Background: an optimization exercise with open tools, aiming at small area. Do not read the settings as production practice. Only simulation tests tie the RTL to the original design; equivalence was not proved. Power and IR drop assume default switching activity.

v11:
==> flow/design.v (excerpt) <==
module skin_box_top
#(
    parameter int FRAME_WIDTH = skin_box_pkg::DEF_FRAME_WIDTH,
    parameter int TILE_WIDTH  = skin_box_pkg::DEF_TILE_WIDTH,
    parameter int TILE_HEIGHT = skin_box_pkg::DEF_TILE_HEIGHT
) (
    input  logic    pclk,
    input  logic    reset,
    input  logic    vsync,
    input  logic    href,
    input  logic    config_done,
    input  logic [7:0] cam_data,
    output logic [9:0]  x_coord,
    output logic [9:0]  y_coord,
    output logic    skin_wide,
    output logic    box_hit,
    output logic [skin_box_pkg::NUM_REGIONS*10-1:0] box_min_x,
    output logic [skin_box_pkg::NUM_REGIONS*10-1:0] box_max_x,
    output logic [skin_box_pkg::NUM_REGIONS*10-1:0] box_min_y,
    output logic [skin_box_pkg::NUM_REGIONS*10-1:0] box_max_y
);
    logic [1:0] u_class;
    logic [1:0] v_class;
    logic    sample_strobe;
    yuv_capture u_capture (
        .pclk          (pclk),
        .reset         (reset),
        .vsync         (vsync),
        .href          (href),
        .config_done   (config_done),
        .cam_data      (cam_data),
        .x_coord       (x_coord),
        .y_coord       (y_coord),
        .u_class       (u_class),
        .v_class       (v_class),
        .sample_strobe (sample_strobe)
    );
    chroma_classifier u_classifier (
        .u_class   (u_class),
        .v_class   (v_class),
        .box_hit   (box_hit),
        .skin_wide (skin_wide)
    );
    region_box_tracker #(
        .FRAME_WIDTH (FRAME_WIDTH),
  ...
export LEC_CHECK = 0
export CAP_MARGIN = 0
export CORE_MARGIN = 2
export CORE_UTILIZATION = 55
export SLEW_MARGIN = 0
create_clock -name core_clock -period 8.0 [get_ports {pclk}]
standard.sh (not shown) runs the stock make flow with config.mk's settings and CLKGATE_MAP_FILE= SYNTH_SCRIPT=/design/flow/synth_recipe.tcl, a recipe that flattens the netlist after the stock synthesis.
==> flow/flow/run.sh <==
#!/bin/bash
# Layout flow: the standard synthesis, then its combinational gates are re-mapped
# for area (flow/resynth.tcl; flip-flops untouched), then the standard ORFS
# flow from floorplan on, with the port buffers in the smallest buffer cell.
set -euo pipefail
W=$(pwd)
R=$W/orfs/results/$FLOW_PLATFORM/skin_box_top/base
bash standard.sh synth > make_synth.log 2>&1
cp "$R/1_2_yosys.v" "$W/std_1_2_yosys.v"
RESYN_LIB=$FLOW_HOME/platforms/sky130hd/lib/sky130_fd_sc_hd__tt_025C_1v80.lib \
RESYN_IN=$W/std_1_2_yosys.v RESYN_OUT=$R/1_2_yosys.v RESYN_TOP=$FLOW_TOP \
RESYN_DIR=$W RESYN_ABC=$W/flow/area.abc \
  "${YOSYS_EXE:-yosys}" -c flow/resynth.tcl > resynth.log 2>&1
rm -f "$R/1_synth.odb" "$R/1_synth.sdc"
bash standard.sh BUFFER_PORTS_ARGS="-buffer_cell sky130_fd_sc_hd__buf_1" CTS_ARGS="-sink_clustering_enable -repair_clock_nets -sink_clustering_size 8 -sink_clustering_max_diameter 50 -buf_list sky130_fd_sc_hd__clkbuf_4 -dont_use_dummy_load" finish > make_finish.log 2>&1
==> flow/flow/area.abc <==
strash
&get -n
&st
&deepsyn -T 120
&dch
&nf -R 1000
&put
strash
&get -n
&dch
&nf -R 1000
&put
==> flow/flow/resynth.tcl <==
# Re-map the combinational logic of the standard synthesis netlist for area.
# The flip-flops are kept as they are (same instances, names and cells);
# only the gates between them are rebuilt by ABC with an area-oriented script.
yosys -import
set lib $::env(RESYN_LIB)
set in  $::env(RESYN_IN)
set out $::env(RESYN_OUT)
read_liberty -ignore_miss_func $lib
# sequential and special cells stay black boxes
blackbox sky130_fd_sc_hd__df* sky130_fd_sc_hd__sdf* sky130_fd_sc_hd__edf* sky130_fd_sc_hd__sedf* sky130_fd_sc_hd__dl*
read_verilog $in
hierarchy -top $::env(RESYN_TOP)
flatten
# the pins of the flattened gates must not name the nets
yosys rename -hide w:_*_.*
opt -purge
tee -o $::env(RESYN_DIR)/stat_before.txt stat -liberty $lib
set dont_use {}
foreach p {sky130_fd_sc_hd__fa_* sky130_fd_sc_hd__ha_* sky130_fd_sc_hd__fah* sky130_fd_sc_hd__probe_p_8 sky130_fd_sc_hd__probec_p_8 sky130_fd_sc_hd__lpflow_*} { lappend dont_use -dont_use $p }
abc -script $::env(RESYN_ABC) -liberty $lib {*}$dont_use
read_liberty -lib -ignore_redef $lib
opt_clean -purge
splitnets
opt_clean -purge
hilomap -hicell sky130_fd_sc_hd__conb_1 HI -locell sky130_fd_sc_hd__conb_1 LO
opt_clean -purge
tee -o $::env(RESYN_DIR)/stat_after.txt stat -liberty $lib
check -assert
write_verilog -noattr -nohex -nodec $out
### v11 -> v10
-- flow/flow/run.sh --
<<< v11, line 15
bash standard.sh BUFFER_PORTS_ARGS="-buffer_cell sky130_fd_sc_hd__buf_1" CTS_ARGS="-sink_clustering_enable -repair_clock_nets -sink_clustering_size 8 -sink_clustering_max_diameter 50 -buf_list sky130_fd_sc_hd__clkbuf_4 -dont_use_dummy_load" finish > make_finish.log 2>&1
>>> v10, line 15
bash standard.sh BUFFER_PORTS_ARGS="-buffer_cell sky130_fd_sc_hd__buf_1" CTS_ARGS="-sink_clustering_enable -repair_clock_nets -sink_clustering_size 9 -sink_clustering_max_diameter 50 -buf_list sky130_fd_sc_hd__clkbuf_4 -dont_use_dummy_load" finish > make_finish.log 2>&1
## What came out
v10: PASS, flow complete, no timing, DRC or antenna violations
v10 against v11: post-detailed-route wirelength per cell was more or less identical, total power of the final layout saw a decrease.
Final-layout non-clock buffer area share essentially unchanged between v10 and v11.

* * *

Setup of the previous run:
Another version of the RTL of skin_box_top (not shown whole).
For scale: ~420 flip-flops, roughly 520 I/O pins.
clock: 8.0 ns
lec_check: 0
cap_margin: 20
core_margin: 2
core_utilization: 40
slew_margin: 20
run.sh (not shown) runs the stock make flow with config.mk's settings and CLKGATE_MAP_FILE= SYNTH_SCRIPT=/design/flow/synth_recipe.tcl, a recipe that flattens the netlist after the stock synthesis.
Stock flow here: none of the scripts above is used.
The previous run finished every step from synthesis to the final layout, and the layout passed the timing, design-rule and antenna checks.
diff inputs: the previous run => the current run
==> flow/flow/run.sh (new file) <==
#!/bin/bash
# Standard ORFS layout; the port buffers use the smallest buffer cell.
set -euo pipefail
bash standard.sh BUFFER_PORTS_ARGS="-buffer_cell sky130_fd_sc_hd__buf_1" finish > flow_make.log 2>&1
==> flow/standard.sh (new file) <==
#!/bin/bash
# synth_recipe.tcl (not shown) runs the flow's synth.tcl, then flattens the netlist and writes it again
# the make line also repeats each setting of config.mk as NAME=value (left out here)
make -C /OpenROAD-flow-scripts/flow DESIGN_CONFIG=/design/flow/config.mk WORK_HOME=/design/flow/orfs CLKGATE_MAP_FILE= SYNTH_SCRIPT=/design/flow/synth_recipe.tcl "${@:-finish}"
removed: flow/run.sh
## What came out
- Fraction of area in non-clock buffers (lower): the current run
- Delta(pre-CTS worst setup slack, the current run - the previous run) > 0
- Class of the most critical setup path = reg2reg: the current run; class of the most critical setup path = reg2out: the previous run
- Delta (the current run minus the previous run): register share of the cell area +3.3 points; number of detailed-routing iterations run before antenna repair -1.

[re-timing with driven ports]
In the flow no input, the clock included, has a driving cell. The finished layouts below were timed again as built, in two steps.
Step 1: set_driving_cell puts a clkbuf_16 on pclk and a buf_2 on each other input, an assumption about the parent block.
Step 2 moves the port delays by t, midway between the first and last clock arrival at a register: inputs arrive t later, outputs are due t later. That takes back most of the time a late clock gives input paths.
Three values: ideal, step 1, step 2; two values: the first two.
| run | t (ns) | setup WS [ns] | worst data-port slew with drivers (ns) |
|---|---|---|---|
| v11 | 0.793 | 2.096 / 2.096 / 2.096 | 0.03 |
| v10 | 0.768 | 2.162 / 2.162 / 2.162 | 0.03 |
| the previous run | 0.652 | 3.629 / 3.571 / 3.077 | 0.12 |
| the current run | 0.655 | 3.971 / 3.971 / 3.490 | 0.08 |
After both steps every run listed still meets setup and hold. For the previous run, which loses most, drivers alone change the setup slack by -0.058 ns; drivers and shift together by -0.552 ns.
